Source: an optimization exercise on an open RTL-to-GDS flow (aim: small area and a short achievable clock period). Production flows keep margins and buffers that such runs may drop. Function was checked by simulation only, so behaviour that the tests miss may differ from the original.

==> v6 <==
Design icache_top, start of the top module:
module icache_top
(
    input  logic        clk,
    input  logic        rst_n,
    input  logic [31:0] i_pc_fetch,
    output logic [31:0] o_code_fetch,
    input  logic [31:0] i_spi_fetch,
    input  logic        i_spi_ready,
    output logic [31:0] o_spi_address,
    output logic        o_spi_addr_valid,
    output logic        o_clk_enable,
    output logic        o_icache_miss,
    output logic        o_core_bubble
);
==> module icache_top, before the edit <==
module icache_top
(
    input  logic        clk,
    input  logic        rst_n,
    input  logic [31:0] i_pc_fetch,
    output logic [31:0] o_code_fetch,
    input  logic [31:0] i_spi_fetch,
    input  logic        i_spi_ready,
    output logic [31:0] o_spi_address,
    output logic        o_spi_addr_valid,
    output logic        o_clk_enable,
    output logic        o_icache_miss,
    output logic        o_core_bubble
);
localparam int ADDR_W         = 32;
localparam int WORD_W         = 32;
localparam int PAGE_OFFSET_W  = 10;
localparam int PAGE_W         = ADDR_W - PAGE_OFFSET_W;
localparam int LINE_ADDR_W    = 8;
localparam int WORDS_PER_PAGE = 256;
localparam int BUBBLE_CYCLES  = 5;
    localparam int LOG_G  = 3;                           
    localparam int G      = 1 << LOG_G;
    localparam int RING   = 16;                          
    logic        st_idle;
    logic [4:0]  st_bubble;
    logic        st_psel;
    logic        st_load;
    logic        st_fetch;
    logic        st_update;
    logic        st_bubbling;
    logic [PAGE_W-1:0] page;
    logic              page_ok;
    logic              hit;
    logic [LINE_ADDR_W-1:0] cnt;
    logic [LINE_ADDR_W-1:0] wcnt;
    logic [3:0]             rot;
    logic [3:0]             vpos [0:RING-1];          
    logic [3:0]             vq   [0:RING-1];          
    logic                   wr_strobe;
    logic                   last_word;
    logic [WORD_W-1:0] buf_q [0:G-1];
    logic [WORD_W-1:0] ring  [0:WORDS_PER_PAGE-1];
    assign hit       = page_ok && (i_pc_fetch[ADDR_W-1:PAGE_OFFSET_W] == page);
    assign wr_strobe = st_fetch && i_spi_ready;
    assign last_word = wr_strobe && (cnt == 8'hff);
    always_ff @(posedge clk or negedge rst_n)
    begin
        if (!rst_n)
        begin
            st_idle   <= 1'b1;
            st_bubble <= '0;
            st_psel   <= 1'b0;
            st_load   <= 1'b0;
            st_fetch  <= 1'b0;
            st_update <= 1'b0;
            st_bubbling <= 1'b0;
        end
        else
        begin
            st_idle   <= (st_idle && hit) || st_update;
            st_bubble <= {st_bubble[3:0], st_idle && !hit};
            st_psel   <= st_bubble[4];
            st_load   <= st_psel;
            st_fetch  <= st_load || (st_fetch && !last_word);
            st_update <= last_word;
            st_bubbling <= (st_idle && !hit) || (st_bubbling && !st_bubble[4]);
        end
    end
    always_ff @(posedge clk or negedge rst_n)
    begin
        if (!rst_n)
        begin
            page_ok <= 1'b0;
        end
        else if (st_psel)
        begin
            page_ok <= 1'b0;
        end
        else if (st_update)
        begin
            page_ok <= ~&page;
        end
    end
    always_ff @(posedge clk or negedge rst_n)
    begin
        if (!rst_n)
        begin
            page <= '0;
        end
        else if (st_psel)
        begin
            page <= i_pc_fetch[ADDR_W-1:PAGE_OFFSET_W];
        end
    end
    always_ff @(posedge clk or negedge rst_n)
    begin
        if (!rst_n)
        begin
            cnt <= '0;
        end
        else if (wr_strobe)
        begin
            cnt <= cnt + 1'b1;
        end
    end
    always_ff @(posedge clk)
    begin
        if (wr_strobe)
        begin
            buf_q[cnt[LOG_G-1:0]] <= i_spi_fetch;
        end
    end
    logic [3:0]             wpos;
    logic                   ring_wr;
    logic [WORD_W-1:0]      ring_wdata;
    assign wpos       = wcnt[3:0] - rot - 1'b1;
    assign ring_wr    = (cnt != wcnt) && (wpos[LOG_G-1:0] == '0);
    assign ring_wdata = buf_q[wcnt[LOG_G-1:0]];
    always_ff @(posedge clk or negedge rst_n)
    begin
        if (!rst_n)
        begin
            for (int p = 0; p < RING; p++)
            begin
                vq[p] <= '0;
            end
        end
        else
        begin
            for (int p = 0; p < RING; p++)
            begin
                vq[p] <= vq[(p + 1) % RING] ^ 4'((p + 1) % RING) ^ 4'(p);
            end
        end
    end
    always_comb
    begin
        for (int p = 0; p < RING; p++)
        begin
            vpos[p] = vq[p] ^ 4'(p);
        end
    end
    assign rot = vpos[0];
    always_ff @(posedge clk or negedge rst_n)
    begin
        if (!rst_n)
        begin
            wcnt <= '0;
        end
        else if (ring_wr)
        begin
            wcnt <= wcnt + 1'b1;
        end
    end
    always_ff @(posedge clk)
    begin
        for (int h = 0; h < WORDS_PER_PAGE / RING; h++)
        begin
            for (int p = 0; p < RING; p++)
            begin
                if ((p % G == 0) && ring_wr && (wcnt[7:4] == h) && (wpos[3:LOG_G] == p / G))
                begin
                    ring[h * RING + p] <= ring_wdata;
                end
                else
                begin
                    ring[h * RING + p] <= ring[h * RING + (p + 1) % RING];
                end
            end
        end
    end
    logic [LINE_ADDR_W-1:0] ridx;
    logic                   bypass;
    logic [15:0]            sel_lo;
    logic [15:0]            sel_hi;
    logic [WORD_W-1:0]      ring_word;
    logic [WORD_W-1:0]      rd_word;
    assign ridx   = i_pc_fetch[PAGE_OFFSET_W-1:2];
    assign bypass = (wcnt != '0) && (ridx >= wcnt);
    always_comb
    begin
        sel_hi = '0;
        sel_hi[ridx[7:4]] = 1'b1;
        for (int p = 0; p < RING; p++)
        begin
            sel_lo[p] = (ridx[3:0] == vpos[p]);
        end
    end
    logic [WORD_W-1:0] ring_out [0:15];
    always_comb
    begin
        ring_word = '0;
        for (int h = 0; h < 16; h++)
        begin
            ring_out[h] = '0;
            for (int p = 0; p < RING; p++)
            begin
                ring_out[h] = ring_out[h] | ({WORD_W{sel_lo[p]}} & ring[h * RING + p]);
            end
            ring_word = ring_word | ({WORD_W{sel_hi[h]}} & ring_out[h]);
        end
    end
    assign rd_word = bypass ? buf_q[ridx[LOG_G-1:0]] : ring_word;
    always_ff @(posedge clk or negedge rst_n)
    begin
        if (!rst_n)
        begin
            o_code_fetch <= '0;
        end
        else if (hit)
        begin
            o_code_fetch <= rd_word;
        end
        else
        begin
            o_code_fetch <= '0;
        end
    end
    assign o_spi_address    = {page, cnt, 2'b00};
    assign o_spi_addr_valid = st_fetch;
    assign o_core_bubble    = st_bubbling;
    assign o_clk_enable     = st_idle && hit;
    assign o_icache_miss    = !hit;
endmodule
make LEC_CHECK=0 CAP_MARGIN=10 CORE_MARGIN=2 CORE_UTILIZATION=62 CTS_CLUSTER_DIAMETER=80 CTS_CLUSTER_SIZE=30 PLACE_DENSITY=0.7 SETUP_SLACK_MARGIN=1.6 SLEW_MARGIN=10 SYNTH_MEMORY_MAX_BITS=16384 finish   # period 5.5 ns
run.sh (not shown) runs the stock make flow with config.mk's settings and CLKGATE_MAP_FILE= SYNTH_SCRIPT=/design/flow/synth_recipe.tcl, a recipe that flattens the netlist after the stock synthesis.
==> v28: changes against v6 <==
--- a/flow/design.v
+++ b/flow/design.v
@@ -42,8 +42,6 @@
     logic [LINE_ADDR_W-1:0] cnt;
     logic [LINE_ADDR_W-1:0] wcnt;
     logic [3:0]             rot;
-    logic [3:0]             vpos [0:RING-1];          
-    logic [3:0]             vq   [0:RING-1];          
     logic                   wr_strobe;
     logic                   last_word;
     logic [WORD_W-1:0] buf_q [0:G-1];
@@ -128,36 +126,16 @@
     begin
         if (!rst_n)
         begin
-            for (int p = 0; p < RING; p++)
+            rot  <= '0;
+            wcnt <= '0;
+        end
+        else
+        begin
+            rot <= rot + 1'b1;
+            if (ring_wr)
             begin
-                vq[p] <= '0;
+                wcnt <= wcnt + 1'b1;
             end
-        end
-        else
-        begin
-            for (int p = 0; p < RING; p++)
-            begin
-                vq[p] <= vq[(p + 1) % RING] ^ 4'((p + 1) % RING) ^ 4'(p);
-            end
-        end
-    end
-    always_comb
-    begin
-        for (int p = 0; p < RING; p++)
-        begin
-            vpos[p] = vq[p] ^ 4'(p);
-        end
-    end
-    assign rot = vpos[0];
-    always_ff @(posedge clk or negedge rst_n)
-    begin
-        if (!rst_n)
-        begin
-            wcnt <= '0;
-        end
-        else if (ring_wr)
-        begin
-            wcnt <= wcnt + 1'b1;
         end
     end
     always_ff @(posedge clk)
@@ -178,34 +156,28 @@
         end
     end
     logic [LINE_ADDR_W-1:0] ridx;
+    logic [3:0]             rpos;
     logic                   bypass;
     logic [15:0]            sel_lo;
     logic [15:0]            sel_hi;
     logic [WORD_W-1:0]      ring_word;
     logic [WORD_W-1:0]      rd_word;
     assign ridx   = i_pc_fetch[PAGE_OFFSET_W-1:2];
+    assign rpos   = ridx[3:0] - rot;
     assign bypass = (wcnt != '0) && (ridx >= wcnt);
     always_comb
     begin
+        sel_lo = '0;
         sel_hi = '0;
+        sel_lo[rpos] = 1'b1;
         sel_hi[ridx[7:4]] = 1'b1;
-        for (int p = 0; p < RING; p++)
-        begin
-            sel_lo[p] = (ridx[3:0] == vpos[p]);
-        end
-    end
-    logic [WORD_W-1:0] ring_out [0:15];
+    end
     always_comb
     begin
         ring_word = '0;
-        for (int h = 0; h < 16; h++)
-        begin
-            ring_out[h] = '0;
-            for (int p = 0; p < RING; p++)
-            begin
-                ring_out[h] = ring_out[h] | ({WORD_W{sel_lo[p]}} & ring[h * RING + p]);
-            end
-            ring_word = ring_word | ({WORD_W{sel_hi[h]}} & ring_out[h]);
+        for (int i = 0; i < WORDS_PER_PAGE; i++)
+        begin
+            ring_word = ring_word | ({WORD_W{sel_hi[i / 16] & sel_lo[i % 16]}} & ring[i]);
         end
     end
     assign rd_word = bypass ? buf_q[ridx[LOG_G-1:0]] : ring_word;
Settings changed: CAP_MARGIN 10 to 20, CORE_UTILIZATION 62 to 55, CTS_CLUSTER_DIAMETER 80 to unset, CTS_CLUSTER_SIZE 30 to unset, PLACE_DENSITY 0.7 to 0.62, SETUP_SLACK_MARGIN 1.6 to 1.0, SLEW_MARGIN 10 to 20.
==> run notes <==
- v28 never finished: it broke off in 5_1_grt with GRT-0116. v6 completed without violations.
- Of v28 and v6, v28 has the higher area after synthesis (gap about 3.2%, measured against v6).
- In v28 the synthesized cell count is higher than in v6, by about 12%.

-- what the ideal ports hide --
Ports are ideal in the flow. The routed layout listed here was re-timed in OpenROAD. Step 1 assumes that a clkbuf_16 drives the clock port and a buf_2 every other input. Step 2 moves the port delays by t, midway between the first and last clock arrival at a register: inputs arrive t later, outputs are due t later. That takes back most of the time a late clock gives input paths. Three values: no drivers, after step 1, after step 2; two values: the first two.
run: v6
shift t [ns]: 1.107
setup slack, ns: 1.474 / 1.474 / 0.607
worst setup path at the end: input to register
pins driven straight from the clock port: 1
After both steps setup and hold are still met in v6. The setup slack of v6 moves by 0.000 ns with the drivers and by -0.867 ns with both steps.
